Context: an optimization exercise on an open-source flow, tuned for small area and a short achievable clock period. The choices shown serve that exercise and are no tape-out recipe.
RTL that was checked went through simulation tests only; none was proved equivalent to the original.
Power and IR drop assume default switching activity. The clock port is modelled as an ideal driver; clocking choices that lean on that would not hold on a real chip.

## P
==> flow/design.v <==
package video_pkg;
   typedef enum logic [1:0] {
      mode_view,
      mode_source,
      mode_copy,
      mode_result
   } mode_t;
   typedef logic [7:0] pixel_t;
   typedef logic [$clog2(16 * 8)-1:0] vaddr_t;
   typedef logic [$clog2(64)-1:0] hcount_t;
   typedef logic [$clog2(30)-1:0] vcount_t;
endpackage
`timescale 1ns/1ps
module video_frame_top
(
   input  logic   clk,
   input  logic   arst_n,
   input  video_pkg::mode_t  mode,
   input  logic   cam_valid,
   input  logic   cam_frame_start,
   input  video_pkg::pixel_t cam_pixel,
   input  logic   copy_start,
   output logic   copy_done,
   output video_pkg::pixel_t vid_pixel,
   output logic   vid_hsync,
   output logic   vid_vsync,
   output logic   vid_blank
);
   logic [5:0] hcount;
   logic [4:0] vcount;
   logic       hblank, vblank, hsync, vsync, blank;
   logic       hwin, vwin;
   logic       next_hblank, next_vblank, next_hwin, next_vwin;
   logic       hreset, vreset;
   assign hreset = (hcount == 6'(64 - 1));
   assign vreset = hreset && (vcount == 5'(30 - 1));
   assign next_hblank = hreset ? 1'b0 : ((hcount == 6'(48 - 1)) ? 1'b1 : hblank);
   assign next_vblank = vreset ? 1'b0 :
                        ((hreset && vcount == 5'(24 - 1)) ? 1'b1 : vblank);
   assign next_hwin   = (hcount == 6'(8 - 1)) ? 1'b1 :
                        ((hcount == 6'(8 + 16 - 1)) ? 1'b0 : hwin);
   assign next_vwin   = (hreset && vcount == 5'(4 - 1)) ? 1'b1 :
                        ((hreset && vcount == 5'(4 + 8 - 1)) ? 1'b0 : vwin);
   video_pkg::mode_t mode_q;
   logic sel_data, sel_fill;
   always_ff @(posedge clk or negedge arst_n) begin
      if (!arst_n) begin
         hcount   <= '0;
         vcount   <= '0;
         hblank   <= 1'b0;
         vblank   <= 1'b0;
         hwin     <= 1'b0;
         vwin     <= 1'b0;
         hsync    <= 1'b1;
         vsync    <= 1'b1;
         blank    <= 1'b1;
         sel_data <= 1'b0;
         sel_fill <= 1'b0;
         mode_q   <= video_pkg::mode_view;
      end else begin
         hcount <= hreset ? '0 : hcount + 1'b1;
         if (hreset) begin
            vcount <= vreset ? '0 : vcount + 1'b1;
         end
         hblank <= next_hblank;
         vblank <= next_vblank;
         hwin   <= next_hwin;
         vwin   <= next_vwin;
         hsync  <= (hcount == 6'(52 - 1)) ? 1'b0 :
                   ((hcount == 6'(58 - 1)) ? 1'b1 : hsync);
         vsync  <= (hreset && vcount == 5'(26 - 1)) ? 1'b0 :
                   ((hreset && vcount == 5'(28 - 1)) ? 1'b1 : vsync);
         blank  <= next_vblank | next_hblank;
         sel_data <= next_hwin && next_vwin && mode_q[0];
         sel_fill <= !(next_vblank || next_hblank) && !(next_hwin && next_vwin);
         mode_q   <= mode;
      end
   end
   logic [6:0] wr_ptr;
   logic [6:0] this_addr;
   logic [3:0] wslot_idx;
   logic [3:0] phc;       
   logic [3:0] wps;       
   logic [2:0] wtagm;
   logic [7:0] wdat, wdat_n;
   logic [2:0] wtag;
   logic [3:0] wx;
   logic       wr0;       
   logic       wrw;       
   logic [15:0] wslot;
   logic [7:0] rd_q;
   logic       active;
   logic       cam_store;
   assign this_addr = cam_frame_start ? '0 : wr_ptr;
   assign cam_store = cam_valid && (mode == video_pkg::mode_view);
   assign wslot_idx = cam_frame_start ? phc : wps;
   always_ff @(posedge clk or negedge arst_n) begin
      if (!arst_n) begin
         phc    <= 4'd5;
         wps    <= 4'd5;
         wr_ptr <= '0;
         wr0    <= 1'b0;
         wrw    <= 1'b0;
      end else begin
         phc <= phc - 1'b1;
         if (cam_valid) begin
            wr_ptr <= this_addr + 1'b1;
            wps    <= cam_frame_start ? phc : wps;
         end else if (cam_frame_start) begin
            wr_ptr <= '0;
            wps    <= phc - 1'b1;
         end else begin
            wps    <= wps - 1'b1;
         end
         wr0 <= cam_store && (this_addr[6:4] == 3'd0);
         wrw <= cam_store && (this_addr[6:4] != 3'd0);
      end
   end
   always_ff @(posedge clk) begin
      wdat   <= active ? rd_q : cam_pixel;
      wdat_n <= active ? ~rd_q : ~cam_pixel;
      wtag   <= this_addr[6:4];
      wtagm  <= this_addr[6:4] - 1'b1;
      wx     <= this_addr[3:0];
      for (int s = 0; s < 16; s++) begin
         wslot[s] <= (wslot_idx == 4'(s));
      end
   end
   logic [8:0] cnt;
   logic [2:0] crow;
   logic [5:0] ck;
   logic       ld;     
   logic       last;
   logic [7:0] cdata;
   logic [3:0] bsel;
   logic       wwin;   
   logic [7:0] we1;
   assign crow = cnt[8:6];
   assign ck   = cnt[5:0];
   assign last = active && (cnt == {3'd7, 6'd58});
   always_ff @(posedge clk or negedge arst_n) begin
      if (!arst_n) begin
         active    <= 1'b0;
         cnt       <= '0;
         copy_done <= 1'b0;
      end else begin
         if (active) begin
            cnt <= cnt + 1'b1;
            if (last) active <= 1'b0;
         end else if (copy_start) begin
            active <= 1'b1;
            cnt    <= '0;
         end
         copy_done <= last;
      end
   end
   always_comb begin
      for (int r = 0; r < 8; r++) begin
         we1[r] = wwin && (crow == 3'(r));
      end
   end
   always_ff @(posedge clk or negedge arst_n) begin
      if (!arst_n) begin
         ld   <= 1'b0;
         wwin <= 1'b0;
      end else begin
         ld <= active && (ck >= 6'd25) && (ck <= 6'd40);
         wwin <= active && (ck >= 6'd42) && (ck <= 6'd57);
      end
   end
   logic [7:0] wh_d [16];
   logic [15:0] wh_v;
   logic [15:0] wh_in;
   logic [3:0] xl, xl_n;
   logic [2:0] rl, rl_n, rlm, rlm_n;
   logic [3:0] xq;        
   logic       cmp_q, cmpw_q;
   logic [2:0] ctag_n;
   logic [7:1] ctag;
   always_comb begin
      for (int j = 0; j < 16; j++) begin
         wh_in[j] = (wrw && wslot[j]) || (j == 15 && ld);
      end
   end
   assign xl_n   = wrw ? wx : xl;
   assign rl_n   = wrw ? wtag : rl;
   assign rlm_n  = wrw ? wtagm : rlm;
   assign ctag_n = wrw ? (cmpw_q ? wtag : wtagm) : (cmp_q ? rl : rlm);
   always_ff @(posedge clk or negedge arst_n) begin
      if (!arst_n) begin
         xq   <= 4'd11;
         wh_v <= '0;
      end else begin
         xq <= xq + 1'b1;
         for (int j = 0; j < 15; j++) begin
            wh_v[j] <= (wrw && wslot[j]) || wh_v[j+1];
         end
         wh_v[15] <= wrw && wslot[15];
      end
   end
   always_ff @(posedge clk) begin
      for (int j = 0; j < 16; j++) begin
         if (wh_in[j]) begin
            wh_d[j] <= (j % 2 == 1) ? ~wdat : ~wdat_n;
         end else begin
            wh_d[j] <= ~wh_d[(j + 1) % 16];
         end
      end
      cmp_q  <= (xq <= xl_n);
      cmpw_q <= (xq <= this_addr[3:0]);
      xl  <= xl_n;
      rl  <= rl_n;
      rlm <= rlm_n;
      for (int r = 1; r < 8; r++) begin
         ctag[r] <= (ctag_n == 3'(r));
      end
      bsel  <= {phc[2:0] + 3'd1, 1'b0};   
      cdata <= wh_d[bsel];
   end
   logic [7:0] b0 [8][16];
   logic [7:0] b1 [8][16];
   always_ff @(posedge clk) begin
      for (int j = 0; j < 16; j++) begin
         if (wr0 && wslot[j]) begin
            b0[0][j] <= (j % 2 == 1) ? ~wdat : ~wdat_n;
         end else begin
            b0[0][j] <= ~b0[0][(j + 1) % 16];
         end
      end
      for (int r = 1; r < 8; r++) begin
         for (int j = 0; j < 15; j++) begin
            b0[r][j] <= b0[r][j+1];
         end
         b0[r][15] <= (wh_v[0] && ctag[r]) ? wh_d[0] : b0[r][0];
      end
      for (int r = 0; r < 8; r++) begin
         for (int j = 0; j < 15; j++) begin
            b1[r][j] <= b1[r][j+1];
         end
         b1[r][15] <= we1[r] ? cdata : b1[r][0];
      end
   end
   logic [2:0] rsel;
   logic       bsel1;
   always_ff @(posedge clk) begin
      rsel  <= active ? crow : (vcount[2:0] ^ 3'd4);
      bsel1 <= !active && (mode_q == video_pkg::mode_result);
      rd_q  <= bsel1 ? b1[rsel][0] : b0[rsel][0];
   end
   logic vid_hsync_n, vid_vsync_n, vid_blank_n;
   assign vid_hsync = ~vid_hsync_n;
   assign vid_vsync = ~vid_vsync_n;
   assign vid_blank = ~vid_blank_n;
   always_ff @(posedge clk or negedge arst_n) begin
      if (!arst_n) begin
         vid_pixel   <= '0;
         vid_hsync_n <= 1'b0;
         vid_vsync_n <= 1'b0;
         vid_blank_n <= 1'b0;
      end else begin
         vid_hsync_n <= ~hsync;
         vid_vsync_n <= ~vsync;
         vid_blank_n <= ~blank;
         vid_pixel <= sel_data ? rd_q : {sel_fill, 7'd0};
      end
   end
endmodule
Settings: LEC_CHECK=0, CAP_MARGIN=20, CORE_MARGIN=2, CORE_UTILIZATION=65, CTS_CLUSTER_DIAMETER=80, CTS_CLUSTER_SIZE=32, PLACE_DENSITY=0.75, SETUP_SLACK_MARGIN=1.6, SLEW_MARGIN=20; clock period 3.5 ns.
standard.sh (not shown) runs the stock make flow with config.mk's settings and CLKGATE_MAP_FILE= SYNTH_SCRIPT=/design/flow/synth_recipe.tcl, a recipe that flattens the netlist after the stock synthesis.
==> flow/flow/run.sh <==
#!/bin/bash
# Standard layout, with one extra step before detailed placement: each
# output port's register (and the inverter after it, if any) is moved next
# to the port's output buffer, so the register drives a short wire.
set -euo pipefail
here=$(pwd)
export PRE_DETAIL_PLACE_TCL="$here/flow/out_regs.tcl"
# CTS as configured in config.mk, without dummy loads
export CTS_ARGS="-sink_clustering_enable -repair_clock_nets -sink_clustering_size 32 -sink_clustering_max_diameter 80 -dont_use_dummy_load"
bash standard.sh > "$here/standard.log" 2>&1
==> flow/flow/out_regs.tcl <==
# Move the cells that drive each output buffer next to that buffer.
set block [ord::get_db_block]
proc out_driver { net } {
  foreach it [$net getITerms] {
    if {[$it isOutputSignal]} { return [$it getInst] }
  }
  return ""
}
set moved 0
foreach bt [$block getBTerms] {
  if {[$bt getIoType] ne "OUTPUT"} { continue }
  set net [$bt getNet]
  if {$net eq "NULL"} { continue }
  set buf [out_driver $net]
  if {$buf eq ""} { continue }
  set loc [$buf getLocation]
  set inst $buf
  for {set k 0} {$k < 3} {incr k} {
    set in_net ""
    foreach it [$inst getITerms] {
      if {[$it isInputSignal] && [$it getNet] ne "NULL"} { set in_net [$it getNet] }
    }
    if {$in_net eq ""} { break }
    if {[llength [$in_net getITerms]] != 2 || [llength [$in_net getBTerms]] != 0} { break }
    set d [out_driver $in_net]
    if {$d eq ""} { break }
    $d setLocation [lindex $loc 0] [lindex $loc 1]
    incr moved
    puts "out_regs: [$d getName] -> next to [$buf getName]"
    if {[[$d getMaster] isSequential]} { break }
    set inst $d
  }
}
puts "out_regs: moved $moved cells"
### P -> Q
--- a/flow/design.v
+++ b/flow/design.v
@@ -170,31 +170,29 @@
    end
    logic [7:0] wh_d [16];
    logic [15:0] wh_v;
    logic [15:0] wh_in;
    logic [3:0] xl, xl_n;
    logic [2:0] rl, rl_n, rlm, rlm_n;
-   logic [3:0] xq;        
-   logic       cmp_q, cmpw_q;
+   logic [3:0] xc_n;
    logic [2:0] ctag_n;
    logic [7:1] ctag;
    always_comb begin
       for (int j = 0; j < 16; j++) begin
          wh_in[j] = (wrw && wslot[j]) || (j == 15 && ld);
       end
    end
    assign xl_n   = wrw ? wx : xl;
    assign rl_n   = wrw ? wtag : rl;
    assign rlm_n  = wrw ? wtagm : rlm;
-   assign ctag_n = wrw ? (cmpw_q ? wtag : wtagm) : (cmp_q ? rl : rlm);
-   always_ff @(posedge clk or negedge arst_n) begin
-      if (!arst_n) begin
-         xq   <= 4'd11;
+   assign xc_n   = ~phc;   
+   assign ctag_n = wrw ? ((xc_n <= wx) ? wtag : wtagm) : ((xc_n <= xl) ? rl : rlm);
+   always_ff @(posedge clk or negedge arst_n) begin
+      if (!arst_n) begin
          wh_v <= '0;
       end else begin
-         xq <= xq + 1'b1;
          for (int j = 0; j < 15; j++) begin
             wh_v[j] <= (wrw && wslot[j]) || wh_v[j+1];
          end
          wh_v[15] <= wrw && wslot[15];
       end
    end
@@ -203,14 +201,12 @@
          if (wh_in[j]) begin
             wh_d[j] <= (j % 2 == 1) ? ~wdat : ~wdat_n;
          end else begin
             wh_d[j] <= ~wh_d[(j + 1) % 16];
          end
       end
-      cmp_q  <= (xq <= xl_n);
-      cmpw_q <= (xq <= this_addr[3:0]);
       xl  <= xl_n;
       rl  <= rl_n;
       rlm <= rlm_n;
       for (int r = 1; r < 8; r++) begin
          ctag[r] <= (ctag_n == 3'(r));
       end
## What came out
- Taking P as the reference, in Q number of buffers inserted to repair setup after CTS rose 11, power in combinational cells rose about 20%, flip-flop and latch count about even, total stage count of the critical path rose 8.
- Min area of all placed cells without fillers across Q and P: P
- Q -> P: die boundary width flat
- Q -> P: post-detailed-route count of antenna-violating nets delta 0, exact match
- Q ended with more final critical-path required period than P.
- A slowest cell on the critical path of dfrtp_2 is what Q shows, while dfrtp_1 belongs to P.
- On xor/xnor cell area share of the yosys netlist, Q and P are neck and neck.
- Relative to P, post-layout worst setup margin has gone down in Q.
- The register-to-register slack reported for Q is smaller than that of P by 0.38 ns.
Only the layout flow was run in Q; the RTL was not checked for function there.

[port drivers added, routing unchanged]
How much do the figures lean on ideal ports? The routed layouts below were timed once more, with nothing changed but the port constraints.
Step 1 sets driving cells, clkbuf_16 on the clock port and buf_2 on the other inputs (assumed; they add their load-dependent delay and slew).
Step 2 times the ports against the registers' clock, not the clock port: input delays grow and output delays shrink by t, the midpoint of the rising clock arrivals with the driver on.
Three values: no drivers, after step 1, after step 2; two values: the first two.
| run | t (ns) | setup WS [ns] | worst data-port slew with drivers (ns) |
|---|---|---|---|
| P | 0.715 | 1.569 / 1.504 / 0.982 | 0.05 |
| Q | 0.710 | 1.257 / 1.257 / 0.992 | 0.04 |
After both steps setup and hold are still met in every run listed. The setup slack of P, which loses most, moves by -0.065 ns with the drivers and by -0.587 ns with both steps.
